This is an optimization exercise on Yosys and OpenROAD, whose aim is small area, a short achievable clock period and few clock cycles per item, not a production implementation.
The RTL was checked by simulation tests, not by an equivalence proof against the original design.
No activity file was given, so power comes from the tool's default toggle rates.

$ cat design/flow/config.mk
export PLATFORM = sky130hd
export DESIGN_NAME = union_find_path_halving
export DESIGN_NICKNAME = union_find_path_halving
export VERILOG_FILES = /design/flow/design.v
export SDC_FILE = /design/flow/constraint.sdc
export NUM_CORES = 4
export LEC_CHECK = 0
export CAP_MARGIN = 20
export CORE_MARGIN = 2
export CORE_UTILIZATION = 40
export CTS_CLUSTER_DIAMETER = 80
export CTS_CLUSTER_SIZE = 30
export SETUP_SLACK_MARGIN = 4.8
export SLEW_MARGIN = 20
$ cat design/flow/constraint.sdc
create_clock -name core_clock -period 8.0 [get_ports {clk}]
set_input_delay 1.6000 -clock core_clock [delete_from_list [all_inputs] [get_ports {clk}]]
set_output_delay 1.6000 -clock core_clock [all_outputs]
set_load 0.01 [all_outputs]
$ cat design/flow/design.v
`default_nettype none
package ufph_pkg;
	localparam int INDEX_W     = 8;
	localparam int KIND_W      = 2;
	localparam int DEF_ENTRIES = 256;
	localparam int LUT_DEPTH   = 1 << INDEX_W;
	localparam logic [KIND_W-1:0] KIND_FIND   = 2'd0;
	localparam logic [KIND_W-1:0] KIND_UNITE  = 2'd1;
	localparam logic [KIND_W-1:0] KIND_CLEAR  = 2'd2;
	typedef struct packed {
		logic [KIND_W-1:0]  kind;
		logic [INDEX_W-1:0] first_index;
		logic [INDEX_W-1:0] second_index;
	} req_t;
	typedef struct packed {
		logic [INDEX_W-1:0] root;
		logic               joined;
	} rsp_t;
endpackage
`default_nettype wire
`default_nettype none
module union_find_path_halving #(
	parameter int ENTRIES = ufph_pkg::DEF_ENTRIES
) (
	input  wire logic            clk,
	input  wire logic            arst_n,
	input  wire logic            req_valid,
	output logic                 req_ready,
	input  wire ufph_pkg::req_t  req_data,
	output logic                 rsp_valid,
	input  wire logic            rsp_ready,
	output ufph_pkg::rsp_t       rsp_data
);
	localparam int DEPTH = (ENTRIES < ufph_pkg::LUT_DEPTH) ? ENTRIES : ufph_pkg::LUT_DEPTH;
	localparam int AW    = (DEPTH > 1) ? $clog2(DEPTH) : 1;
	localparam int HW    = (AW > 2) ? AW - 2 : 0;    
	localparam int NC    = 1 << (AW - HW);           
	localparam int QN    = 5;                        
	localparam int OW    = $clog2(QN + 1);
	logic [AW-1:0] wrap_lut [ufph_pkg::LUT_DEPTH];
	for (genvar g = 0; g < ufph_pkg::LUT_DEPTH; g++) begin : g_wrap
		localparam int WRAPPED = g % ENTRIES;
		assign wrap_lut[g] = AW'(WRAPPED);
	end
	logic                        ready_q;
	logic                        a_vld_q;
	logic [ufph_pkg::KIND_W-1:0] a_kind_q;
	logic [AW-1:0]               a_a_q;
	logic [AW-1:0]               a_b_q;
	logic                        b_vld_q;
	logic [ufph_pkg::KIND_W-1:0] b_kind_q;
	logic [AW-1:0]               b_a_q;
	logic [AW-1:0]               b_b_q;
	logic [NC-1:0][AW-1:0]       b_ca_q;
	logic [NC-1:0][AW-1:0]       b_cb_q;
	logic                        c_vld_q;
	logic [ufph_pkg::KIND_W-1:0] c_kind_q;
	logic [AW-1:0]               c_a_q;
	logic [AW-1:0]               c_b_q;
	logic [AW-1:0]               c_ra_q;
	logic [AW-1:0]               c_rb_q;
	logic                        u_uni_q;    
	logic                        u_clr_q;    
	logic [AW-1:0]               u_from_q;
	logic [AW-1:0]               u_to_q;
	logic                        d_uni_q;
	logic                        d_clr_q;
	logic [AW-1:0]               d_from_q;
	logic [AW-1:0]               d_to_q;
	logic                        t_clr_q;
	logic                        t_nuni_q;
	logic [AW-1:0]               t_nfrom_q;  
	logic [AW-1:0]               t_from_q;   
	logic                        t_uni_q;    
	logic [AW-1:0]               t_wt_q;
	logic [AW-1:0]               t_wc_q;
	logic [QN-1:0]               q_vld_q;
	logic [QN-1:0][ufph_pkg::INDEX_W:0] q_q;
	logic [DEPTH-1:0][AW-1:0]    tab_q;
	logic                        accept;
	logic                        pop;
	logic [AW-1:0]               b_ra;
	logic [AW-1:0]               b_rb;
	logic [AW-1:0]               ra;
	logic [AW-1:0]               rb;
	logic                        differ;
	logic                        c_uni;
	logic                        c_clr;
	ufph_pkg::rsp_t              res;
	logic [QN-1:0]               q_vld_d;
	logic [OW-1:0]               occ_q;      
	assign req_ready = ready_q;
	assign accept    = req_valid && ready_q;
	assign pop       = q_vld_q[0] && rsp_ready;
	for (genvar k = 0; k < NC; k++) begin : g_cand
		always_ff @(posedge clk) begin
			b_ca_q[k] <= tab_q[{k[AW-HW-1:0], a_a_q[HW-1:0]}];
			b_cb_q[k] <= tab_q[{k[AW-HW-1:0], a_b_q[HW-1:0]}];
		end
	end
	function automatic logic [AW-1:0] fix1(
		input logic [AW-1:0] r,
		input logic [AW-1:0] x,
		input logic          uni,
		input logic          clr,
		input logic [AW-1:0] from,
		input logic [AW-1:0] to
	);
		if (clr) begin
			fix1 = x;
		end else if (uni && (r == from)) begin
			fix1 = to;
		end else begin
			fix1 = r;
		end
	endfunction
	assign b_ra = fix1(b_ca_q[b_a_q[AW-1:HW]] ^ b_a_q, b_a_q, d_uni_q, d_clr_q, d_from_q, d_to_q);
	assign b_rb = fix1(b_cb_q[b_b_q[AW-1:HW]] ^ b_b_q, b_b_q, d_uni_q, d_clr_q, d_from_q, d_to_q);
	function automatic logic [AW-1:0] fix2(
		input logic [AW-1:0] r,
		input logic [AW-1:0] x,
		input logic          d_uni,
		input logic          d_clr,
		input logic [AW-1:0] d_from,
		input logic [AW-1:0] d_to,
		input logic          u_uni,
		input logic          u_clr,
		input logic [AW-1:0] u_from,
		input logic [AW-1:0] u_to
	);
		logic [AW-1:0] v;
		logic          hit_u;
		if (d_clr) begin
			v = x;
			hit_u = (x == u_from);
		end else if (d_uni && (r == d_from)) begin
			v = d_to;
			hit_u = (d_to == u_from);
		end else begin
			v = r;
			hit_u = (r == u_from);
		end
		if (u_clr) begin
			v = x;
		end else if (u_uni && hit_u) begin
			v = u_to;
		end
		fix2 = v;
	endfunction
	assign ra = fix2(c_ra_q, c_a_q, d_uni_q, d_clr_q, d_from_q, d_to_q,
		u_uni_q, u_clr_q, u_from_q, u_to_q);
	assign rb = fix2(c_rb_q, c_b_q, d_uni_q, d_clr_q, d_from_q, d_to_q,
		u_uni_q, u_clr_q, u_from_q, u_to_q);
	assign differ = (ra != rb);
	assign c_uni  = c_vld_q && (c_kind_q == ufph_pkg::KIND_UNITE) && differ;
	assign c_clr  = c_vld_q && (c_kind_q == ufph_pkg::KIND_CLEAR);
	always_comb begin
		res = '0;
		case (c_kind_q)
			ufph_pkg::KIND_FIND: begin
				res.root = ufph_pkg::INDEX_W'(ra);
			end
			ufph_pkg::KIND_UNITE: begin
				res.root   = ufph_pkg::INDEX_W'(ra);
				res.joined = differ;
			end
			default: begin
			end
		endcase
	end
	for (genvar i = 0; i < DEPTH; i++) begin : g_ent
		localparam logic [AW-1:0] IDX = AW'(i);
		logic          hit;
		logic [AW-1:0] wd;
		assign wd  = (t_wt_q & ~IDX) | (t_wc_q & IDX);
		if (i < DEPTH / 2) begin : g_lo
			assign hit = t_clr_q || (!t_nuni_q && ((tab_q[i] ^ IDX) == ~t_nfrom_q));
		end else begin : g_hi
			assign hit = t_clr_q || (t_uni_q && ((tab_q[i] ^ IDX) == t_from_q));
		end
		always_ff @(posedge clk) begin
			if (hit) begin
				tab_q[i] <= wd;
			end
		end
	end
	always_comb begin
		q_vld_d = q_vld_q;
		if (pop) begin
			q_vld_d = {1'b0, q_vld_q[QN-1:1]};
		end
		if (c_vld_q) begin
			q_vld_d = {q_vld_d[QN-2:0], 1'b1};
		end
	end
	for (genvar j = 0; j < QN; j++) begin : g_q
		logic below;   
		logic here;    
		if (j == 0) begin : g_first
			assign below = 1'b1;
		end else begin : g_rest
			assign below = pop ? q_vld_q[j] : q_vld_q[j-1];
		end
		if (j == QN - 1) begin : g_last
			assign here = pop ? 1'b0 : q_vld_q[j];
		end else begin : g_inner
			assign here = pop ? q_vld_q[j+1] : q_vld_q[j];
		end
		always_ff @(posedge clk) begin
			if (c_vld_q && below && !here) begin
				q_q[j] <= res;
			end else if (pop) begin
				if (j < QN - 1) begin
					q_q[j] <= q_q[(j < QN - 1) ? j + 1 : j];
				end
			end
		end
	end
	always_ff @(posedge clk or negedge arst_n) begin
		if (!arst_n) begin
			ready_q  <= 1'b0;
			occ_q    <= '0;
			a_vld_q  <= 1'b0;
			b_vld_q  <= 1'b0;
			c_vld_q  <= 1'b0;
			u_uni_q  <= 1'b0;
			u_clr_q  <= 1'b0;
			d_uni_q  <= 1'b0;
			d_clr_q  <= 1'b0;
			t_clr_q  <= 1'b1;
			t_nuni_q <= 1'b1;
			t_from_q <= '0;
			t_wt_q   <= '0;
			t_wc_q   <= '0;
			q_vld_q  <= '0;
		end else begin
			if (accept && !pop) begin
				occ_q   <= occ_q + 1'b1;
				ready_q <= (occ_q < OW'(QN - 1));
			end else if (pop && !accept) begin
				occ_q   <= occ_q - 1'b1;
				ready_q <= 1'b1;
			end else begin
				ready_q <= (occ_q < OW'(QN));
			end
			a_vld_q  <= accept;
			b_vld_q  <= a_vld_q;
			c_vld_q  <= b_vld_q;
			u_uni_q  <= c_uni;
			u_clr_q  <= c_clr;
			d_uni_q  <= u_uni_q;
			d_clr_q  <= u_clr_q;
			t_clr_q  <= c_clr;
			t_nuni_q <= !c_uni;
			t_from_q <= ra;
			t_wt_q   <= c_clr ? '0 : rb;
			t_wc_q   <= c_clr ? '0 : ~rb;
			q_vld_q  <= q_vld_d;
		end
	end
	always_ff @(posedge clk) begin
		a_kind_q  <= req_data.kind;
		a_a_q     <= wrap_lut[req_data.first_index];
		a_b_q     <= wrap_lut[req_data.second_index];
		b_kind_q  <= a_kind_q;
		b_a_q     <= a_a_q;
		b_b_q     <= a_b_q;
		c_kind_q  <= b_kind_q;
		c_a_q     <= b_a_q;
		c_b_q     <= b_b_q;
		c_ra_q    <= b_ra;
		c_rb_q    <= b_rb;
		u_from_q  <= ra;
		u_to_q    <= rb;
		t_nfrom_q <= ~ra;
		t_uni_q   <= c_uni;
		d_from_q  <= u_from_q;
		d_to_q    <= u_to_q;
	end
	assign rsp_valid = q_vld_q[0];
	assign rsp_data  = q_q[0];
endmodule
`default_nettype wire
$ cat design/flow/run.sh
#!/bin/bash
# synth_recipe.tcl (not shown) runs the flow's synth.tcl, then flattens the netlist and writes it again
# the make line also repeats each setting of config.mk as NAME=value (left out here)
make -C /OpenROAD-flow-scripts/flow DESIGN_CONFIG=/design/flow/config.mk WORK_HOME=/design/flow/orfs CLKGATE_MAP_FILE= SYNTH_SCRIPT=/design/flow/synth_recipe.tcl finish
==> results of run 1 <==
kinds of logic (layout without fill, tap and decap cells):
| kind of cell | count (synthesis) | count (layout) | share of synthesized area [%] |
|---|---|---|---|
| mux | 1408 | 1408 | 24.3 |
| simple gates | 738 | 738 | 3.13 |
| fa+ha+maj | 3 | 3 | 0.0354 |
| xor+xnor | 2143 | 2143 | 14.8 |
| buf+inv | 666 | 506 | 2.07 |
| compound gates | 373 | 373 | 2.71 |
| other cells | 0 | 5 | 0 |
| flops | 2310 | 2310 | 53.0 |
stage by stage:
stage,hold slack [ns],instances,util (%),total power (uW)
3_5_place_dp,0.312,11300,41.5,30300
4_1_cts,0.328,11600,43.4,39100
2_1_floorplan,0.310,7641,-,25500
5_1_grt,0.333,11700,43.6,40500
6_report,0.325,11700,43.6,39200
3_3_place_gp,0.316,11300,41.4,30100
critical path: cells and delay by family (launching register included):
family | cells | cell delay [ns]
flip-flops | 1 | 0.39
AO/OA/AOI/OAI | 5 | 1.26
AND/OR/NAND/NOR | 3 | 0.45
buffers and inverters | 1 | 0.14
multiplexers | 1 | 0.31
XOR/XNOR | 2 | 0.45
registers in the layout, indices dropped and copies added (netlist names), 32 cells and up:
signal	count
b_ca_q	32
b_cb_q	32
tab_q	2048
q_q	45
Yosys cell counts, types with 38 or more instances:
cell type	count	area, um2
a41o_1	256	2560
buf_1	213	800
clkbuf_1	396	1490
dfrtp_1	40	1000
dfxtp_1	175	3500
edfxtp_1	2093	62900
mux2i_1	45	450
mux4_2	1341	30200
nand2_1	105	394
nand4_1	138	863
nor3_1	260	1300
nor4_1	134	838
o31ai_1	38	285
xnor2_1	1094	9580
xor2_1	1048	9180
cell type report:
type	instances	area (um2)	share of cell area [%]
multi-input cells	4665	57400	41.5
well taps	4180	5230	3.78
repair buffers	231	2900	2.10
flip-flops and latches	2310	67600	48.9
diodes	5	12.5	0.00904
inverters	18	67.6	0.0488
clock buffers	158	3850	2.78
clock inverters	99	1240	0.895
power by group through the flow:
stage / sequential [uW] / clock (uW) / combinational (uW)
after global placement: 18700 / 0 / 11400
after global routing: 18500 / 9200 / 12800
after floorplan: 17400 / 0 / 8050
after detailed placement: 18700 / 0 / 11500
final: 18400 / 8670 / 12100
after CTS: 18400 / 8810 / 11900
routing by layer:
metal,up-vias,track usage (%),routed length (um)
li1,30000,-,-
met1,40700,35.5,169000
met2,3866,39.3,192000
met3,545,4.13,35000
met4,28,6.14,11400
met5,-,0,182
worst paths after layout:
check,startpoint,to,slack [ns],cells past startpoint
min in group asynchronous,arst_n,t_wc_q[6],0.87,2
max in group asynchronous,arst_n,t_wc_q[7],6.58,2
min,a_kind_q[0],b_kind_q[0],0.32,0
min reg2reg,a_kind_q[0],b_kind_q[0],0.32,0
max,u_from_q[3],q_q[0],4.73,12
max reg2reg,u_from_q[3],q_q[0],4.73,12
repair_timing:
item,CTS,global route
gates cloned,6,2
gates resized for setup,125,73
setup buffers,45,27
pin swaps,12,27
setup endpoints to repair,1428,337
hold buffers,0,0
==> impl_metrics.tcl, run 1 <==
set metrics [dict create \
    period_needed_ns 3.27 \
    clock_power_share_pct 22.1 \
    fp-row-count 207 \
    start_util_pct 40.1 \
    core_region_area_mm2 0.317 \
    die_area_mm2 0.323 \
    seqPwrFrac_pct 47.0 \
    io_pins 33 \
    area_growth_pct 8.78 \
    final_common_cell "edfxtp_1" \
    die_w_um 568 \
    syn_inst 7641 \
    cap_violations 0 \
    antenna_found_initial 30 \
    rsz0062_at_grt "yes" \
    leakagePower_uw 0.0446 \
    crit_chain "buf_4 > xnor2_1 > nand4_1 > o21ai_0 > nand2_1 > a211o_1 > a21oi_4 > o211ai_2 > xnor2_2 > nor4_2 > a21oi_2 > mux2_1" \
    nets 7399 \
    wl_per_cell_um 34.9 \
    crit_fanout 8 \
    finClkSkew_ns 0.0683 \
    synth_fp_nets 7666 \
    routed_via_density 6.44 \
    drt-pass1-iter-count 6 \
    slew_headroom_pct 18.7 \
    cts.sinks 2310 \
    ys_seq_area_share_pct 53.0 \
    slowest_stage "dfxtp_4" \
    hold_path.class "flop to flop" \
    vias 75200 \
    synthArstFlopShare_pct 1.82 \
    routed_wl_um 407000 \
    synth_edf_count 2093 \
    critPathLaunchType "flop" \
    grt_pass1_wl_um 579000 \
    grt_max_degree 111 \
    postPlaceCellArea_mm2 0.132 \
    p_per_area_mw_per_mm2 283 \
    drc 0 \
    status "no timing/DRC/antenna violations" \
    final.setup.worst_slack_ns 4.73 \
    combPwrFrac_pct 30.8 \
    n_fill_cell 27400 \
    worst_pin_slew_ns 1.22 \
    grt_pass1_vias 74600 \
    path_clk_slew_ns 0.10 \
    port_buffers 32 \
    drive_gt1_share_pct 26.2 \
    gp_congestion 0.892 \
    clockBufferDepth 4 \
    p_switching_uw 14500 \
    syn_avg_cell_area_um2 16.6 \
    report.final.setup_viol 0 \
    die_h_um 568 \
    swShare_pct 37.1 \
    final_cell_mix "edfxtp_1, mux4_2, xnor2_1, xor2_1, nor3_1" \
    finalHoldViolCount 0 \
    cts-root-buf "clkbuf_16" \
    cp_slowest_stage_delay_ns 0.39 \
    fmax_ghz 0.306 \
    p_int_uw 24600 \
    cts_inserted_buffers 148 \
    required_ns 8.62 \
    maxSlewViolCount 0 \
    drt_iter0_markers 9922 \
    overflow 0 \
    finalInstanceArea_mm2 0.138 \
    cts_max_level 4 \
    worstSetupEndpointType "flop" \
    synth-seq-cells 2310 \
    synthDistinctLibCells 53 \
    dp_hpwl_um 252000 \
    synthFlopType "edfxtp_1" \
    finalCritPeriodShare_pct 40.8 \
    fin_setup_tns_ns 0 \
    grt_util_all_layers_pct 24.8 \
    syn-cell-area_mm2 0.127 \
    synth_warnings 2 \
    cts_tree "done" \
    ant_nets 0 \
    critPathKind "flop to flop" \
    ir_drop_v 0.000255 \
    pre_cts_ws_ns 3.33 \
    worstPathArrival_ns 3.88 \
    insertion_delay_ns 0.88 \
]
Testbench counts, summed over its fixed seeds: cycles 14,432, items 14,400.
==> run 2, diff against run 1 <==
--- a/design/flow/config.mk
+++ b/design/flow/config.mk
@@ -11,4 +11,4 @@
 export CTS_CLUSTER_DIAMETER = 80
 export CTS_CLUSTER_SIZE = 30
-export SETUP_SLACK_MARGIN = 4.8
+export SETUP_SLACK_MARGIN = 5.0
 export SLEW_MARGIN = 20
==> run 2 against run 1 <==
Register-to-register slack better by 0.07 ns; critical path depth grew 1; area after synthesis is the same; synthesized cell count did not move; fmax rose by 2.2%; highest routed layer unchanged; largest cell class unchanged.
==> impl_metrics.tcl, run 2 <==
set metrics [dict create \
    status "no timing/DRC/antenna violations" \
    crit_fanout 8 \
    drt-pass1-iter-count 7 \
    p_per_area_mw_per_mm2 285 \
    worstSetupEndpointType "flop" \
    p_int_uw 24600 \
    clock_power_share_pct 21.3 \
    antenna_found_initial 45 \
    r2r_start "u_from_q[4]" \
    synth_area_leader_cell "edfxtp_1" \
    postPlaceCellArea_mm2 0.132 \
    rsz0062_at_grt "yes" \
    final_cell_mix "edfxtp_1, mux4_2, xnor2_1, xor2_1, nor3_1" \
    grt_pass1_vias 75300 \
    start_util_pct 40.1 \
    worstHoldStart "a_b_q[7]" \
    slew_headroom_pct 22.5 \
    die_w_um 568 \
    p_switching_uw 15000 \
    final.setup.worst_slack_ns 4.81 \
    finClkSkew_ns 0.0464 \
    syn-cell-area_mm2 0.127 \
    largest_reg_flops 2048 \
    n_fill_cell 27300 \
    swShare_pct 37.8 \
    netlist_top_cells_area "edfxtp_1, mux4_2, xnor2_1" \
    synth_top_area_share_pct 49.4 \
    fin_cells 11700 \
    routed_wl_um 435000 \
    combPwrFrac_pct 31.9 \
    regMostFlops "tab_q" \
    synthDistinctLibCells 53 \
    r2r_cells 13 \
    synthArstFlopShare_pct 1.82 \
    ctsHoldBuffers 0 \
    critPathKind "flop to flop" \
    grt_pass1_wl_um 606000 \
    holdPathEnd "b_b_q[7]" \
    finalCritPeriodShare_pct 39.9 \
    drive_gt1_share_pct 26.6 \
    required_ns 8.63 \
    cap_violations 0 \
    final_common_cell "edfxtp_1" \
    dp.cells 11300 \
    io_pins 33 \
    synth_commonest_cells "edfxtp_1, mux4_2, xnor2_1" \
    die_area_mm2 0.323 \
    drt_iter0_markers 10900 \
    synth_fp_nets 7666 \
    cts-root-buf "clkbuf_16" \
    area_growth_pct 9.33 \
    reg2reg_to "q_q[9]" \
    routed_via_density 6.55 \
    critical_path_buf_inv_count 2 \
    gp_congestion 0.890 \
    core_region_area_mm2 0.317 \
    nets 7435 \
    synth_edf_count 2093 \
    port_buffers 32 \
    die_h_um 568 \
    fp-row-count 207 \
    cts_inserted_buffers 141 \
    cts_max_level 4 \
    top_regs "tab_q x2048, q_q x45" \
    pre_cts_ws_ns 3.85 \
    crit_chain "xor2_1 > nor4_1 > a21oi_2 > nand2b_4 > a21oi_4 > buf_12 > buf_4 > a21oi_2 > a211oi_4 > xnor2_1 > nor4_2 > a21oi_2 > mux2_4" \
    maxSlewViolCount 0 \
    synthFlopType "edfxtp_1" \
    fin_setup_tns_ns 0 \
    period_needed_ns 3.19 \
    crit_family "simple AND/OR/NAND/NOR gates" \
    worstPathArrival_ns 3.82 \
    wl_per_cell_um 37.2 \
    clockBufferDepth 4 \
    r2r_setup_slack_ns 4.81 \
    hold-path-cell-count 0 \
    grt_util_all_layers_pct 26.3 \
    ir_drop_v 0.000328 \
    finalHoldViolCount 0 \
    fmax_ghz 0.313 \
    synth.most_common_cell "edfxtp_1" \
    report.final.setup_viol 0 \
    ant_nets 0 \
    dp_hpwl_um 264000 \
    overflow 0 \
    grt_max_degree 111 \
    critPathLaunchType "flop" \
    cp_slowest_stage_delay_ns 0.40 \
    vias 76600 \
    synth-seq-cells 2310 \
    worst_pin_slew_ns 1.16 \
    seqPwrFrac_pct 46.8 \
    cts.sinks 2310 \
    cpMostUsedCell "a21oi_2" \
    drc 0 \
    cts_tree "done" \
    leakagePower_uw 0.0449 \
    syn_inst 7641 \
    finalInstanceArea_mm2 0.139 \
    synth_warnings 2 \
    ys_seq_area_share_pct 53.0 \
    slowest_stage "dfxtp_4" \
    hold_path.class "flop to flop" \
    path_clk_slew_ns 0.10 \
    insertion_delay_ns 0.89 \
    syn_avg_cell_area_um2 16.6 \
]
## run 2: cell count changes in the layout (fill, tap and decap cells not counted), sizes merged
cell           previous run  this run
buf                     199       239
clkbuf                  161       156
clkdlybuf4s15             4         0
inv                      67        63
diode                     5         8
bufbuf                    5         7
clkinv                   38        39
## run 2: timing repair
item / CTS / global route
resized for setup: 194 / 72
pin swaps: 24 / 16
endpoints found under the setup margin: 2200 / 455
gates cloned: 13 / 8
buffers inserted: 63 / 32
## run 2: how the worst max path moves through the flow
stage                 from      end  depth (start not counted)
2_1_floorplan  d_from_q[0]   q_q[0]                         13
3_3_place_gp     rsp_ready  q_q[33]                          6
3_5_place_dp     rsp_ready  q_q[28]                          6
4_1_cts        d_from_q[0]   q_q[9]                         13
5_1_grt        u_from_q[4]   q_q[9]                         14
6_report       u_from_q[4]   q_q[9]                         13
## run 2: power groups by stage
stage | clock network (uW) | logic (uW) | registers, uW
5_1_grt | 8960 | 13300 | 18600
4_1_cts | 8570 | 12100 | 18600
2_1_floorplan | 0 | 8060 | 17400
6_report | 8450 | 12600 | 18500
3_3_place_gp | 0 | 11400 | 18900
3_5_place_dp | 0 | 11400 | 19000
## run 2: final cells by class
| class | count | area [um2] | area share [%] |
|---|---|---|---|
| clock buffer | 148 | 3610 | 2.59 |
| tap | 4180 | 5230 | 3.76 |
| clock inverter | 96 | 1260 | 0.903 |
| inverter | 18 | 67.6 | 0.0486 |
| antenna | 8 | 20.0 | 0.0144 |
| sequential | 2310 | 67600 | 48.6 |
| multi-input combinational | 4665 | 57400 | 41.3 |
| timing repair buffer | 274 | 3790 | 2.72 |
## run 2: cells by family after synthesis
logic type / Yosys count / share of synthesized area [%]
multiplexers: 1408 / 24.3
AND/OR/NAND/NOR: 738 / 3.13
buffers and inverters: 666 / 2.07
XOR/XNOR: 2143 / 14.8
AO/OA/AOI/OAI: 373 / 2.71
flip-flops: 2310 / 53.0
adder cells (fa/ha/maj): 3 / 0.0354
## run 2: per-layer routing
layer / up-vias / part of all wire [%] / global-route usage (%)
met5: - / 0.076 / 0
met4: 48 / 3.2 / 7.06
met3: 654 / 9.8 / 4.82
met2: 4333 / 47 / 41.3
met1: 41500 / 40 / 37.5
li1: 30100 / - / -
## run 2: through the flow
stage | total power (uW) | hold WS [ns] | utilization (%)
global route | 40900 | 0.345 | 43.8
floorplan | 25500 | 0.310 | -
detailed placement | 30400 | 0.314 | 41.5
CTS | 39300 | 0.340 | 43.6
global placement | 30300 | 0.318 | 41.5
finish | 39600 | 0.336 | 43.8
==> run 3, diff against run 2 <==
--- a/design/flow/design.v
+++ b/design/flow/design.v
@@ -207,10 +207,24 @@
 			assign here = pop ? q_vld_q[j+1] : q_vld_q[j];
 		end
-		always_ff @(posedge clk) begin
-			if (c_vld_q && below && !here) begin
-				q_q[j] <= res;
-			end else if (pop) begin
-				if (j < QN - 1) begin
-					q_q[j] <= q_q[(j < QN - 1) ? j + 1 : j];
+		if (j == 0) begin : g_head
+			logic ld;
+			logic sh;
+			logic hd;
+			assign ld = c_vld_q && !here;
+			assign sh = !ld && pop;
+			assign hd = !ld && !pop;
+			always_ff @(posedge clk) begin
+				q_q[0] <= ({(ufph_pkg::INDEX_W + 1){ld}} & res) |
+					({(ufph_pkg::INDEX_W + 1){sh}} & q_q[1]) |
+					({(ufph_pkg::INDEX_W + 1){hd}} & q_q[0]);
+			end
+		end else begin : g_body
+			always_ff @(posedge clk) begin
+				if (c_vld_q && below && !here) begin
+					q_q[j] <= res;
+				end else if (pop) begin
+					if (j < QN - 1) begin
+						q_q[j] <= q_q[(j < QN - 1) ? j + 1 : j];
+					end
 				end
 			end
==> run 3 against run 2 <==
Power increased by 0.56%; first-iteration DRC count is 6.5% lower; clock skew up 0.0065 ns; critical path depth fell by 2; register-to-register slack worse by 0.04 ns; sequential power barely moved; count of clock-buffer cells in the layout increased by 9; fmax down 1.4%.
==> impl_metrics.tcl, run 3 <==
set metrics [dict create \
    crit_fanout 7 \
    slew_headroom_pct 19.0 \
    cpMostUsedCell "xnor2_2" \
    critPathLaunchType "flop" \
    cts.sinks 2310 \
    antenna_found_initial 25 \
    period_needed_ns 3.24 \
    status "no timing/DRC/antenna violations" \
    port_buffers 32 \
    multiInputGateArea_mm2 0.0578 \
    whs_ns 0.347 \
    grt_pass1_wl_um 596000 \
    top_regs "tab_q x2048, q_q x45" \
    final_common_cell "edfxtp_1" \
    slowest_stage "or3_4" \
    worstSetupEndpoint "q_q[27]" \
    path_clk_slew_ns 0.11 \
    regMostFlops "tab_q" \
    area_growth_pct 9.93 \
    n_fill_cell 27300 \
    core_region_area_mm2 0.315 \
    worstSetupEndpointType "flop" \
    fp-row-count 206 \
    die_area_mm2 0.322 \
    die_h_um 568 \
    ant_nets 0 \
    finalCritPeriodShare_pct 40.5 \
    synth-seq-cells 2310 \
    postPlaceCellArea_mm2 0.132 \
    ys_seq_area_share_pct 53.0 \
    cts_max_level 4 \
    routed_wl_um 427000 \
    synth_top_area_share_pct 49.2 \
    clockBufferDepth 4 \
    worst_pin_slew_ns 1.22 \
    hold_path.class "flop to flop" \
    crit_chain "xnor2_2 > nand3_2 > or3_4 > o211ai_4 > buf_4 > o41ai_2 > nor2_2 > xnor2_2 > nor4_4 > a21oi_4 > mux2_1" \
    dp_hpwl_um 254000 \
    reg2reg_to "q_q[27]" \
    combPwrFrac_pct 32.3 \
    drt_iter0_markers 10200 \
    synthArstFlopShare_pct 1.82 \
    io_pins 33 \
    maxSlewViolCount 0 \
    synth_edf_count 2084 \
    syn-cell-area_mm2 0.127 \
    netlist_top_cells_area "edfxtp_1, mux4_2, xnor2_1" \
    r2r_cells 11 \
    synth_area_leader_cell "edfxtp_1" \
    gp_congestion 0.882 \
    cts_inserted_buffers 141 \
    overflow 0 \
    p_per_area_mw_per_mm2 285 \
    cap_violations 0 \
    fmax_ghz 0.309 \
    clock_power_share_pct 21.4 \
    syn_inst 7630 \
    final_util_pct 44.3 \
    required_ns 8.63 \
    cp_slowest_stage_delay_ns 0.46 \
    critPathKind "flop to flop" \
    insertion_delay_ns 0.89 \
    synth.most_common_cell "edfxtp_1" \
    rsz0062_at_grt "yes" \
    r2r_setup_slack_ns 4.76 \
    worstPathArrival_ns 3.86 \
    cts_tree "done" \
    grt_util_all_layers_pct 25.7 \
    drt-pass1-iter-count 7 \
    nets 7459 \
    ctsHoldBuffers 0 \
    vias 76800 \
    seqPwrFrac_pct 46.3 \
    start_util_pct 40.3 \
    synthFlopType "edfxtp_1" \
    fin_setup_tns_ns 0 \
    r2r_start "d_from_q[4]" \
    report.final.setup_viol 0 \
    ir_drop_v 0.000246 \
    largest_reg_flops 2048 \
    power_uw 39800 \
    finClkSkew_ns 0.0528 \
    swShare_pct 37.6 \
    drc 0 \
    synth_fp_nets 7655 \
    final_cell_mix "edfxtp_1, mux4_2, xnor2_1, xor2_1, nor3_1" \
    cts-root-buf "clkbuf_16" \
    finalHoldViolCount 0 \
    p_int_uw 24900 \
    wl_per_cell_um 36.5 \
    routed_via_density 6.56 \
    finalInstanceArea_mm2 0.140 \
    die_w_um 568 \
    leakagePower_uw 0.0453 \
    grt_pass1_vias 75900 \
    p_switching_uw 15000 \
    regArea_mm2 0.0676 \
    startpoint "d_from_q[4]" \
    synthDistinctLibCells 56 \
    syn_avg_cell_area_um2 16.7 \
    synth_warnings 2 \
    synth_commonest_cells "edfxtp_1, mux4_2, xnor2_1" \
    grt_max_degree 118 \
    drive_gt1_share_pct 27.4 \
]
## run 3: cell types whose count changed after synthesis, sizes merged, moves of 9 or more
| cell | before | now |
|---|---|---|
| buf | 252 | 217 |
| clkbuf | 396 | 433 |
| dfxtp | 175 | 184 |
| edfxtp | 2093 | 2084 |
| mux2i | 45 | 35 |
| nand2 | 105 | 79 |
| nor2 | 37 | 58 |
| o21ai | 41 | 32 |
## run 3: cell type report
type                    count  share of cell area, %
diodes                     12                 0.0215
inverters                  18                 0.0510
multi-input cells        4654                   41.4
clock buffers             157                   2.67
repair buffers            309                   2.92
well taps                4160                   3.72
clock inverters            91                  0.853
flip-flops and latches   2310                   48.4
## run 3: worst min-delay path by stage
stage                           start           to  slack, ns  cells after the start
final                     a_kind_q[0]  b_kind_q[0]       0.35                      0
after global routing      a_kind_q[0]  b_kind_q[0]       0.36                      0
after CTS                 a_kind_q[0]  b_kind_q[0]       0.35                      0
after global placement    a_kind_q[1]  b_kind_q[1]       0.32                      0
after detailed placement  b_kind_q[0]  c_kind_q[0]       0.31                      0
after floorplan              a_a_q[6]     b_a_q[6]       0.31                      0
## run 3: cell families (layout without fill, tap and decap cells)
group           after synthesis  count (layout)  share of synthesized area, %
fa+ha+maj                     3               3                        0.0354
compound gates              393             394                          2.88
other cells                   0              12                             0
xor+xnor                   2143            2143                          14.8
flops                      2310            2310                          53.0
mux                        1397            1397                          24.3
buf+inv                     668             575                          2.04
simple gates                716             717                          3.04
## run 3: power by group through the flow
stage | combinational [uW] | clock [uW] | sequential, uW
floorplan | 8120 | 0 | 17400
global placement | 11400 | 0 | 18800
detailed placement | 11500 | 0 | 18900
CTS | 12400 | 8670 | 18500
global route | 13500 | 9040 | 18500
finish | 12800 | 8530 | 18400
## run 3: stage by stage
stage / std cells / worst slack [ns]
3_3_place_gp: 11300 / 3.41
4_1_cts: 11700 / 4.89
5_1_grt: 11700 / 4.67
2_1_floorplan: 7630 / 4.99
6_report: 11700 / 4.76
3_5_place_dp: 11300 / 3.42
## run 3: timing repair
item                        CTS  global route
setup endpoints to repair  2115           753
buffers inserted             98            35
gates cloned                 21             7
gates resized for setup     234            81
pin swaps                    34            21
## run 3: metal layers
layer	share of wire [%]	GRT usage (%)	vias to the layer above
met1	40	35.9	41600
met4	3.3	7.80	22
met5	0.040	0	-
met3	8.8	4.43	668
met2	47	41.2	4265
li1	-	-	30200
## run 3: worst max-delay path, delay by kind of cell (launching register included)
kind,cells,cell delay [ns]
compound gates,3,0.45
simple gates,4,1.32
mux,1,0.31
buf+inv,1,0.18
flops,1,0.39
xor+xnor,2,0.32
Testbench counts of run 3, summed over its fixed seeds: cycles 14,432, items 14,400.
==> run 4, diff against run 3 <==
--- a/design/flow/config.mk
+++ b/design/flow/config.mk
@@ -8,7 +8,8 @@
 export CAP_MARGIN = 20
 export CORE_MARGIN = 2
-export CORE_UTILIZATION = 40
+export CORE_UTILIZATION = 55
 export CTS_CLUSTER_DIAMETER = 80
 export CTS_CLUSTER_SIZE = 30
+export PLACE_DENSITY = 0.65
 export SETUP_SLACK_MARGIN = 5.0
 export SLEW_MARGIN = 20
==> run 4 against run 3 <==
Sequential power barely moved; worst hold slack got worse by 0.011 ns; worst setup slack improved by 0.10 ns; count of clock-buffer cells in the layout fell by 1; largest cell class unchanged; largest power group unchanged; core utilization rose by 16 points; wire length fell by 2.9%.
==> impl_metrics.tcl, run 4 <==
set metrics [dict create \
    status "no timing/DRC/antenna violations" \
    synthDistinctLibCells 56 \
    die_area_mm2 0.235 \
    die_w_um 485 \
    swShare_pct 37.3 \
    drc 0 \
    cts_max_level 4 \
    worst_pin_slew_ns 1.17 \
    leakagePower_uw 0.0451 \
    rsz0062_at_grt "yes" \
    routed_wl_um 414000 \
    seqPwrFrac_pct 46.6 \
    postPlaceCellArea_mm2 0.130 \
    ys_seq_area_share_pct 53.0 \
    die_h_um 485 \
    synth.most_common_cell "edfxtp_1" \
    netlist_top_cells_area "edfxtp_1, mux4_2, xnor2_1" \
    required_ns 8.60 \
    report.final.setup_viol 0 \
    synth_warnings 2 \
    clock_power_share_pct 21.1 \
    routed_via_density 7.33 \
    area_growth_pct 8.51 \
    r2r_setup_slack_ns 4.86 \
    drt-pass1-iter-count 6 \
    p_switching_uw 14700 \
    power_uw 39400 \
    fp-row-count 176 \
    synth_edf_count 2084 \
    dp_hpwl_um 251000 \
    combPwrFrac_pct 32.3 \
    final_common_cell "edfxtp_1" \
    path_clk_slew_ns 0.11 \
    fmax_ghz 0.319 \
    syn-cell-area_mm2 0.127 \
    cts-root-buf "clkbuf_16" \
    maxSlewViolCount 0 \
    port_buffers 32 \
    drt_iter0_markers 11500 \
    finalHoldViolCount 0 \
    finalCritPeriodShare_pct 39.2 \
    hold-path-cell-count 0 \
    fin_setup_tns_ns 0 \
    critPathKind "flop to flop" \
    io_pins 33 \
    hold_path.class "flop to flop" \
    drive_gt1_share_pct 27.2 \
    cts_tree "done" \
    final.setup.worst_slack_ns 4.86 \
    period_needed_ns 3.14 \
    reg2reg_to "q_q[9]" \
    p_int_uw 24700 \
    worstHoldStart "a_kind_q[0]" \
    finClkSkew_ns 0.0436 \
    core_region_area_mm2 0.230 \
    dp.cells 10200 \
    cts.sinks 2310 \
    holdPathEnd "b_kind_q[0]" \
    clockBufferDepth 3 \
    final_cell_mix "edfxtp_1, mux4_2, xnor2_1, xor2_1, nor3_1" \
    vias 77400 \
    r2r_cells 11 \
    grt_max_degree 93 \
    startpoint "d_from_q[5]" \
    synth_fp_nets 7655 \
    p_per_area_mw_per_mm2 286 \
    grt_pass1_wl_um 578000 \
    synth_area_leader_cell "edfxtp_1" \
    crit_fanout 7 \
    synth-seq-cells 2310 \
    r2r_start "d_from_q[5]" \
    ir_drop_v 0.000304 \
    insertion_delay_ns 0.85 \
    cts_inserted_buffers 138 \
    synthFlopType "edfxtp_1" \
    cap_violations 0 \
    largest_reg_flops 2048 \
    antenna_found_initial 31 \
    finalInstanceArea_mm2 0.138 \
    synth_commonest_cells "edfxtp_1, mux4_2, xnor2_1" \
    start_util_pct 55.3 \
    syn_avg_cell_area_um2 16.7 \
    top_regs "tab_q x2048, q_q x45" \
    grt_util_all_layers_pct 34.5 \
    nets 7444 \
    regMostFlops "tab_q" \
    worstSetupEndpointType "flop" \
    syn_inst 7630 \
    fin_cells 10600 \
    worstPathArrival_ns 3.73 \
    synthArstFlopShare_pct 1.82 \
    grt_pass1_vias 75100 \
    critPathLaunchType "flop" \
    synth_top_area_share_pct 49.2 \
    ant_nets 0 \
    gp_congestion 0.884 \
    pre_cts_ws_ns 3.36 \
    wl_per_cell_um 39.2 \
    slew_headroom_pct 22.0 \
    overflow 0 \
]
-- run 4: per-layer routing --
layer,wire [um],vias up,global-route usage [%]
met5,249,-,0
met4,16100,36,11.3
met3,44000,726,6.77
met2,191000,4836,53.0
met1,163000,41600,50.0
li1,-,30200,-
-- run 4: kinds of logic after synthesis --
family	synth area share, %
AOI/OAI and AO/OA	2.88
and+or+nand+nor	3.04
xor gates and xnor gates	14.8
buffers and inverters	2.04
muxes	24.3
DFF	53.0
adders and majority gates	0.0354
-- run 4: area by class of cell --
type / instances / area, um2
tap: 3026 / 3790
clock inverter: 93 / 1160
antenna: 7 / 17.5
timing repair buffer: 298 / 4000
sequential: 2310 / 67600
multi-input combinational: 4653 / 57600
inverter: 18 / 71.3
clock buffer: 156 / 3690
fill: 17000 / 92000
-- run 4: repair_timing --
item | in CTS | in global routing
pin swaps | 35 | 21
buffers inserted | 86 | 28
hold buffers | 0 | 0
gates resized for setup | 222 | 84
cloned | 14 | 11
setup endpoints to repair | 2126 | 482
-- run 4: per-stage QoR --
| stage | hold WS, ns | util (%) |
|---|---|---|
| finish | 0.336 | 60.0 |
| global route | 0.343 | 60.0 |
| CTS | 0.335 | 59.6 |
| detailed placement | 0.312 | 56.6 |
| global placement | 0.319 | 56.6 |
| floorplan | 0.310 | - |
-- run 4: worst max-delay path: stages, from the launching register on --
cell and delay [ns]:
dfxtp_4 0.39, xnor2_1 0.20, nand3_2 0.18, buf_4 0.19, o31a_1 0.28, a2111oi_0 0.48
o22a_1 0.20, nor2_1 0.09, xnor2_2 0.18, nor4_2 0.25, a21oi_2 0.15, mux2_4 0.29
-- run 4: power by group through the flow --
stage / Combinational, uW / Sequential (uW) / Clock (uW)
floorplan: 8120 / 17400 / 0
global placement: 11400 / 18800 / 0
detailed placement: 11600 / 18800 / 0
CTS: 12300 / 18300 / 8420
global route: 13400 / 18500 / 8800
finish: 12700 / 18400 / 8320
-- run 4: worst max-delay path by stage --
stage	slack (ns)	end	depth (start not counted)
3_3_place_gp	3.45	q_q[29]	6
6_report	4.86	q_q[9]	11
4_1_cts	4.92	req_ready	1
2_1_floorplan	4.99	q_q[18]	12
3_5_place_dp	3.36	q_q[33]	6
5_1_grt	4.78	q_q[9]	11
==> run 5, diff against run 4 <==
--- a/design/flow/design.v
+++ b/design/flow/design.v
@@ -115,6 +115,4 @@
 		end
 	endfunction
-	assign b_ra = fix1(b_ca_q[b_a_q[AW-1:HW]] ^ b_a_q, b_a_q, d_uni_q, d_clr_q, d_from_q, d_to_q);
-	assign b_rb = fix1(b_cb_q[b_b_q[AW-1:HW]] ^ b_b_q, b_b_q, d_uni_q, d_clr_q, d_from_q, d_to_q);
 	function automatic logic [AW-1:0] fix2(
 		input logic [AW-1:0] r,
@@ -148,8 +146,10 @@
 		fix2 = v;
 	endfunction
-	assign ra = fix2(c_ra_q, c_a_q, d_uni_q, d_clr_q, d_from_q, d_to_q,
+	assign b_ra = fix2(b_ca_q[b_a_q[AW-1:HW]] ^ b_a_q, b_a_q, d_uni_q, d_clr_q, d_from_q, d_to_q,
 		u_uni_q, u_clr_q, u_from_q, u_to_q);
-	assign rb = fix2(c_rb_q, c_b_q, d_uni_q, d_clr_q, d_from_q, d_to_q,
+	assign b_rb = fix2(b_cb_q[b_b_q[AW-1:HW]] ^ b_b_q, b_b_q, d_uni_q, d_clr_q, d_from_q, d_to_q,
 		u_uni_q, u_clr_q, u_from_q, u_to_q);
+	assign ra = fix1(c_ra_q, c_a_q, u_uni_q, u_clr_q, u_from_q, u_to_q);
+	assign rb = fix1(c_rb_q, c_b_q, u_uni_q, u_clr_q, u_from_q, u_to_q);
 	assign differ = (ra != rb);
 	assign c_uni  = c_vld_q && (c_kind_q == ufph_pkg::KIND_UNITE) && differ;
--- a/design/flow/config.mk
+++ b/design/flow/config.mk
@@ -8,8 +8,7 @@
 export CAP_MARGIN = 20
 export CORE_MARGIN = 2
-export CORE_UTILIZATION = 55
+export CORE_UTILIZATION = 40
 export CTS_CLUSTER_DIAMETER = 80
 export CTS_CLUSTER_SIZE = 30
-export PLACE_DENSITY = 0.65
 export SETUP_SLACK_MARGIN = 5.0
 export SLEW_MARGIN = 20
==> run 5 against run 4 <==
First-iteration DRC count shrank 5.4%; sequential power about the same; design area is 1.1% higher; area after synthesis hardly changed; worst hold slack lost 0.0093 ns; critical path depth down 2; critical endpoint is now q_q[18]; largest cell class unchanged.
==> impl_metrics.tcl, run 5 <==
set metrics [dict create \
    finalHoldViolCount 0 \
    ant_nets 0 \
    synth_fa_ha_area_share_pct 0.0354 \
    required_ns 8.65 \
    synth_commonest_cells "edfxtp_1, mux4_2, xnor2_1" \
    clockBufferDepth 4 \
    synth_area_leader_cell "edfxtp_1" \
    wl_per_cell_um 37.1 \
    top_regs "tab_q x2048, q_q x45" \
    cts_inserted_buffers 139 \
    synth_top_family_by_area "multiplexers" \
    maxSlewViolCount 0 \
    drt_iter0_markers 10900 \
    fp-row-count 207 \
    synthFlopType "edfxtp_1" \
    grt_max_degree 107 \
    largest_reg_flops 2048 \
    worstPathArrival_ns 3.75 \
    synthMuxAreaShare_pct 24.2 \
    report.final.setup_viol 0 \
    syn_inst 7673 \
    die_w_um 568 \
    grt_pass1_wl_um 606000 \
    postPlaceCellArea_mm2 0.132 \
    rsz0062_at_grt "yes" \
    r2r_setup_slack_ns 4.90 \
    critPathLaunchType "flop" \
    cts_tree "done" \
    fin_setup_tns_ns 0 \
    finClkSkew_ns 0.0681 \
    drt-pass1-iter-count 6 \
    antenna_found_initial 18 \
    regMostFlops "tab_q" \
    synthArstFlopShare_pct 1.82 \
    insertion_delay_ns 0.90 \
    syn-cell-area_mm2 0.127 \
    die_area_mm2 0.323 \
    syn_avg_cell_area_um2 16.6 \
    synth_warnings 2 \
    start_util_pct 40.1 \
    worstSetupEndpointType "flop" \
    crit_fanout 7 \
    cts-root-buf "clkbuf_16" \
    cap_violations 0 \
    drc 0 \
    area_growth_pct 9.65 \
    path_clk_slew_ns 0.12 \
    core_region_area_mm2 0.317 \
    routed_wl_um 435000 \
    synth_compound_area_share_pct 2.90 \
    synth_fp_nets 7698 \
    leakagePower_uw 0.0452 \
    finalCritPeriodShare_pct 38.8 \
    vias 77300 \
    nets 7465 \
    r2r_start "u_from_q[0]" \
    critPathKind "flop to flop" \
    final_cell_mix "edfxtp_1, mux4_2, xnor2_1, xor2_1, nor3_1" \
    worstHoldStart "a_kind_q[0]" \
    gp_congestion 0.860 \
    p_per_area_mw_per_mm2 284 \
    synth_top_area_share_pct 49.2 \
    io_pins 33 \
    ctsHoldBuffers 0 \
    holdPathEnd "b_kind_q[0]" \
    synth_edf_count 2084 \
    port_buffers 32 \
    overflow 0 \
    ir_drop_v 0.000267 \
    routed_via_density 6.59 \
    drive_gt1_share_pct 26.5 \
    final_common_cell "edfxtp_1" \
    slew_headroom_pct 21.2 \
    cts.sinks 2310 \
    synth-seq-cells 2310 \
    r2r_cells 9 \
    synth.most_common_cell "edfxtp_1" \
    netlist_top_cells_area "edfxtp_1, mux4_2, xnor2_1" \
    hold-path-cell-count 0 \
    grt_util_all_layers_pct 26.2 \
    hold_path.class "flop to flop" \
    finalInstanceArea_mm2 0.140 \
    ys_seq_area_share_pct 52.9 \
    cts_max_level 4 \
    synthXorXnorAreaFrac_pct 14.8 \
    grt_pass1_vias 76700 \
    reg2reg_to "q_q[18]" \
    fmax_ghz 0.323 \
    worst_pin_slew_ns 1.18 \
    dp_hpwl_um 257000 \
    status "no timing/DRC/antenna violations" \
    die_h_um 568 \
    period_needed_ns 3.10 \
    synth-simple-area-share_pct 3.11 \
    synthDistinctLibCells 65 \
]
[run 5: cell types whose count changed after synthesis, sizes merged, moves of 8 or more]
cell | before | now
a21oi | 15 | 24
a2bb2oi | 0 | 13
a31oi | 0 | 12
and2 | 14 | 4
buf | 217 | 229
clkbuf | 433 | 415
inv | 18 | 26
nor3 | 262 | 273
o211ai | 11 | 2
o221ai | 8 | 0
o41ai | 8 | 0
xnor2 | 1101 | 1086
xor2 | 1042 | 1057
[run 5: per-stage QoR]
stage,hold slack (ns),instances,setup slack [ns],utilization [%],power [uW]
floorplan,0.310,7673,5.01,-,25300
global placement,0.319,11400,3.40,41.5,29900
detailed placement,0.312,11400,3.37,41.5,30100
CTS,0.330,11700,4.91,43.8,39200
global route,0.335,11700,4.84,44.0,40800
finish,0.327,11700,4.90,44.0,39600
[run 5: timing repair]
action | 4_1_cts | 5_1_grt
resized for setup | 188 | 69
buffers inserted | 69 | 24
setup endpoints to repair | 1846 | 418
pin swaps | 16 | 9
gates cloned | 23 | 8
[run 5: worst max path at each step]
stage / startpoint / end / slack, ns
3_5_place_dp: rsp_ready / q_q[34] / 3.37
2_1_floorplan: rsp_ready / occ_q[2] / 5.01
6_report: u_from_q[0] / q_q[18] / 4.90
4_1_cts: ready_q / req_ready / 4.91
5_1_grt: u_from_q[0] / q_q[9] / 4.84
3_3_place_gp: rsp_ready / q_q[27] / 3.40
[run 5: logic make-up after synthesis]
family | Yosys count
simple gates | 732
fa+ha+maj | 3
xor+xnor | 2143
flops | 2310
buf+inv | 670
compound gates | 416
mux | 1399
[run 5: layout make-up]
class                   count  area [um2]
fillers                 27400      178000
flip-flops and latches   2310       67500
multi-input cells        4693       57800
well taps                4180        5230
repair buffers            269        3960
clock buffers             155        3660
clock inverters            96        1200
inverters                  26         106
diodes                      6        15.0
repair inverters            1        7.51
[run 5: critical path, stage by stage (launching register included)]
cell	delay, ns
dfxtp_4	0.39
buf_6	0.13
xor2_4	0.15
or4_4	0.61
nor3_4	0.23
mux2i_2	0.30
a21oi_4	0.12
xnor2_1	0.15
o41a_1	0.46
mux2_4	0.32
[run 5: per-layer routing]
layer	vias up	share of wire (%)	GRT usage, %
li1	30300	-	-
met1	41800	39	36.6
met2	4574	47	41.5
met3	646	10	5.02
met4	12	3.8	8.16
met5	-	0.020	0
[run 5: power breakdown]
part,switching [uW],total [uW],internal [uW]
registers,2420,18200,15700
logic,7850,12900,5080
clock network,4730,8460,3730
total,15000,39600,24600
Testbench counts of run 5, summed over its fixed seeds: cycles 14,432, items 14,400.
==> run 6, diff against run 5 <==
--- a/design/flow/config.mk
+++ b/design/flow/config.mk
@@ -8,7 +8,8 @@
 export CAP_MARGIN = 20
 export CORE_MARGIN = 2
-export CORE_UTILIZATION = 40
+export CORE_UTILIZATION = 55
 export CTS_CLUSTER_DIAMETER = 80
 export CTS_CLUSTER_SIZE = 30
+export PLACE_DENSITY = 0.65
 export SETUP_SLACK_MARGIN = 5.0
 export SLEW_MARGIN = 20
==> run 6 against run 5 <==
Clock skew shrank 0.025 ns; design area fell by 0.51%; global-route usage increased by 9.0 points; sequential cell count unchanged; final cell count shrank 9.3%; worst hold slack improved by 0.010 ns; first-iteration DRC count rose by 6.3%; count of clock-buffer cells in the layout grew 4; non-clock buffer count increased by 40; critical path type unchanged.
==> impl_metrics.tcl, run 6 <==
set metrics [dict create \
    leakagePower_uw 0.0455 \
    cts-root-buf "clkbuf_16" \
    finalInstanceArea_mm2 0.139 \
    cp_slowest_stage_delay_ns 0.46 \
    drc 0 \
    start_util_pct 55.3 \
    cts_max_level 4 \
    report.final.setup_viol 0 \
    hold_path.class "flop to flop" \
    core_region_area_mm2 0.230 \
    cap_violations 0 \
    synth-seq-cells 2310 \
    port_buffers 32 \
    fin_cells 10600 \
    ys_seq_area_share_pct 52.9 \
    final_common_cell "edfxtp_1" \
    dp_hpwl_um 252000 \
    grt_max_degree 118 \
    synth-simple-area-share_pct 3.11 \
    antenna_found_initial 35 \
    synth_compound_area_share_pct 2.90 \
    largest_reg_flops 2048 \
    drt_iter0_markers 11500 \
    p_per_area_mw_per_mm2 284 \
    critPathLaunchType "flop" \
    rsz0062_at_grt "yes" \
    crit_family "compound AO/OA/AOI/OAI gates" \
    period_needed_ns 3.06 \
    status "no timing/DRC/antenna violations" \
    grt_pass1_wl_um 588000 \
    top_regs "tab_q x2048, q_q x45" \
    crit_fanout 7 \
    worstPathArrival_ns 3.65 \
    grt_pass1_vias 75900 \
    slowest_stage "dfxtp_4" \
    slew_headroom_pct 22.0 \
    wl_per_cell_um 39.6 \
    ir_drop_v 0.000355 \
    synth_top_area_share_pct 49.2 \
    die_area_mm2 0.235 \
    n_fill_cell 16900 \
    cts.sinks 2310 \
    synthDistinctLibCells 65 \
    synth_edf_count 2084 \
    final_cell_mix "edfxtp_1, mux4_2, xnor2_1, xor2_1, nor3_1" \
    dp.cells 10200 \
    clockBufferDepth 3 \
    synth_warnings 2 \
    crit_chain "xnor2_2 > nand4_1 > buf_4 > buf_4 > o31ai_2 > a2bb2oi_4 > xnor2_1 > nand4_1 > o41a_1 > buf_6 > mux2_2" \
    fin_setup_tns_ns 0 \
    die_w_um 485 \
    netlist_top_cells_area "edfxtp_1, mux4_2, xnor2_1" \
    overflow 0 \
    worstSetupEndpointType "flop" \
    synth.most_common_cell "edfxtp_1" \
    synth_fa_ha_area_share_pct 0.0354 \
    vias 78200 \
    routed_via_density 7.35 \
    critical_path_buf_inv_count 3 \
    synthMuxAreaShare_pct 24.2 \
    grt_util_all_layers_pct 35.2 \
    critPathKind "flop to flop" \
    cts_inserted_buffers 141 \
    nets 7506 \
    gp_congestion 0.908 \
    path_clk_slew_ns 0.10 \
    synthFlopType "edfxtp_1" \
    syn_inst 7673 \
    insertion_delay_ns 0.86 \
    synth_fp_nets 7698 \
    synth_area_leader_cell "edfxtp_1" \
    required_ns 8.59 \
    fmax_ghz 0.327 \
    finalCritPeriodShare_pct 38.2 \
    worst_pin_slew_ns 1.17 \
    synthXorXnorAreaFrac_pct 14.8 \
    routed_wl_um 422000 \
    fp-row-count 176 \
    finalHoldViolCount 0 \
    syn-cell-area_mm2 0.127 \
    synth_commonest_cells "edfxtp_1, mux4_2, xnor2_1" \
    syn_avg_cell_area_um2 16.6 \
    postPlaceCellArea_mm2 0.130 \
    area_growth_pct 9.08 \
    io_pins 33 \
    drt-pass1-iter-count 8 \
    multiInputGateArea_mm2 0.0579 \
    regArea_mm2 0.0676 \
    cts_tree "done" \
    maxSlewViolCount 0 \
    synth_top_family_by_area "multiplexers" \
    regMostFlops "tab_q" \
    synthArstFlopShare_pct 1.82 \
    die_h_um 485 \
    finClkSkew_ns 0.0430 \
    ant_nets 0 \
    drive_gt1_share_pct 27.5 \
]
-- run 6: changes by cell type in the layout (fill, tap and decap cells not counted), sizes merged --
| cell | previous run | this run |
|---|---|---|
| buf | 228 | 269 |
| clkbuf | 164 | 173 |
| bufbuf | 12 | 6 |
| diode | 6 | 12 |
| clkinv | 43 | 46 |
| inv | 70 | 73 |
| clkinvlp | 5 | 7 |
| bufinv | 5 | 4 |
-- run 6: cell type report --
| cell class | count | area share (%) |
|---|---|---|
| Sequential cell | 2310 | 48.7 |
| Tap cell | 3026 | 2.73 |
| Antenna cell | 12 | 0.0216 |
| Clock inverter | 104 | 0.968 |
| Clock buffer | 159 | 2.77 |
| Multi-Input combinational cell | 4693 | 41.7 |
| Timing Repair Buffer | 309 | 3.06 |
| Inverter | 26 | 0.0775 |
-- run 6: kinds of logic (layout without fill, tap and decap cells) --
group                    count (synthesis)  after routing
XOR/XNOR                              2143           2143
flip-flops                            2310           2310
buffers and inverters                  670            598
multiplexers                          1399           1399
adder cells (fa/ha/maj)                  3              3
AND/OR/NAND/NOR                        732            732
AO/OA/AOI/OAI                          416            416
other                                    0             12
-- run 6: timing repair --
item,4_1_cts,5_1_grt
setup endpoints to repair,1979,311
gates resized for setup,203,94
gates cloned,16,14
setup buffers,62,58
pin swaps,10,23
hold buffers,0,0
-- run 6: final timing paths --
| path | slack (ns) | depth (start not counted) | to | start |
|---|---|---|---|---|
| setup reg to reg | 4.94 | 11 | q_q[27] | u_from_q[7] |
| min in group asynchronous | 0.90 | 2 | u_clr_q | arst_n |
| hold / removal | 0.34 | 0 | c_kind_q[1] | b_kind_q[1] |
| setup / recovery | 4.94 | 11 | q_q[27] | u_from_q[7] |
| max in group asynchronous | 6.47 | 2 | t_from_q[0] | arst_n |
| hold reg to reg | 0.34 | 0 | c_kind_q[1] | b_kind_q[1] |
-- run 6: metrics by stage --
stage	utilization, %	hold slack, ns	power [uW]	setup slack [ns]
floorplan	-	0.310	25300	5.01
global placement	56.7	0.310	29700	3.42
detailed placement	56.7	0.315	29900	3.37
CTS	59.8	0.339	39000	4.83
global route	60.4	0.349	40700	4.88
finish	60.4	0.337	39400	4.94
-- run 6: power breakdown --
| group | internal [uW] | switching (uW) |
|---|---|---|
| clock | 3880 | 4770 |
| combinational | 5040 | 7670 |
| sequential | 15800 | 2330 |
-- run 6: layer usage --
layer	global-route usage [%]	vias to the layer above	share of wire, %
li1	-	30400	-
met1	51.1	41900	39
met2	53.2	5122	46
met3	7.54	805	11
met4	12.1	30	4.0
met5	0	-	0.049
-- run 6: worst reg2reg max path: stages (launching register included) --
cell       delay (ns)
dfxtp_4          0.46
xnor2_2          0.15
nand4_1          0.20
buf_4            0.20
buf_4            0.15
o31ai_2          0.26
a2bb2oi_4        0.21
xnor2_1          0.20
nand4_1          0.12
o41a_1           0.44
buf_6            0.16
mux2_2           0.27

-- static timing again, ports no longer ideal --
The flow's constraints put no driver on any port. The routed layouts listed below were extracted and timed again, unchanged, in two steps.
Step 1: set_driving_cell puts a clkbuf_16 on clk and a buf_2 on each other input, an assumption about the parent block.
Step 2 moves the port delays by t, midway between the first and last clock arrival at a register: inputs arrive t later, outputs are due t later. That takes back most of the time a late clock gives input paths.
a / b / c = no drivers / after step 1 / after step 2; a / b = the first two.
run	t (ns)	slack for setup (ns)	worst slew at a driven data input, ns	cell pins on the clock port's net
run 1	0.940	4.735 / 4.735 / 4.113	0.04	1
run 2	0.961	4.806 / 4.758 / 4.262	0.05	1
run 3	0.966	4.761 / 4.761 / 4.266	0.07	1
run 4	0.920	4.863 / 4.863 / 4.102	0.07	1
run 5	0.977	4.900 / 4.869 / 4.117	0.05	1
run 6	0.932	4.943 / 4.935 / 4.210	0.10	1
After both steps setup and hold are still met in every run listed. For run 5, which loses most, drivers alone change the setup slack by -0.031 ns; drivers and shift together by -0.783 ns.
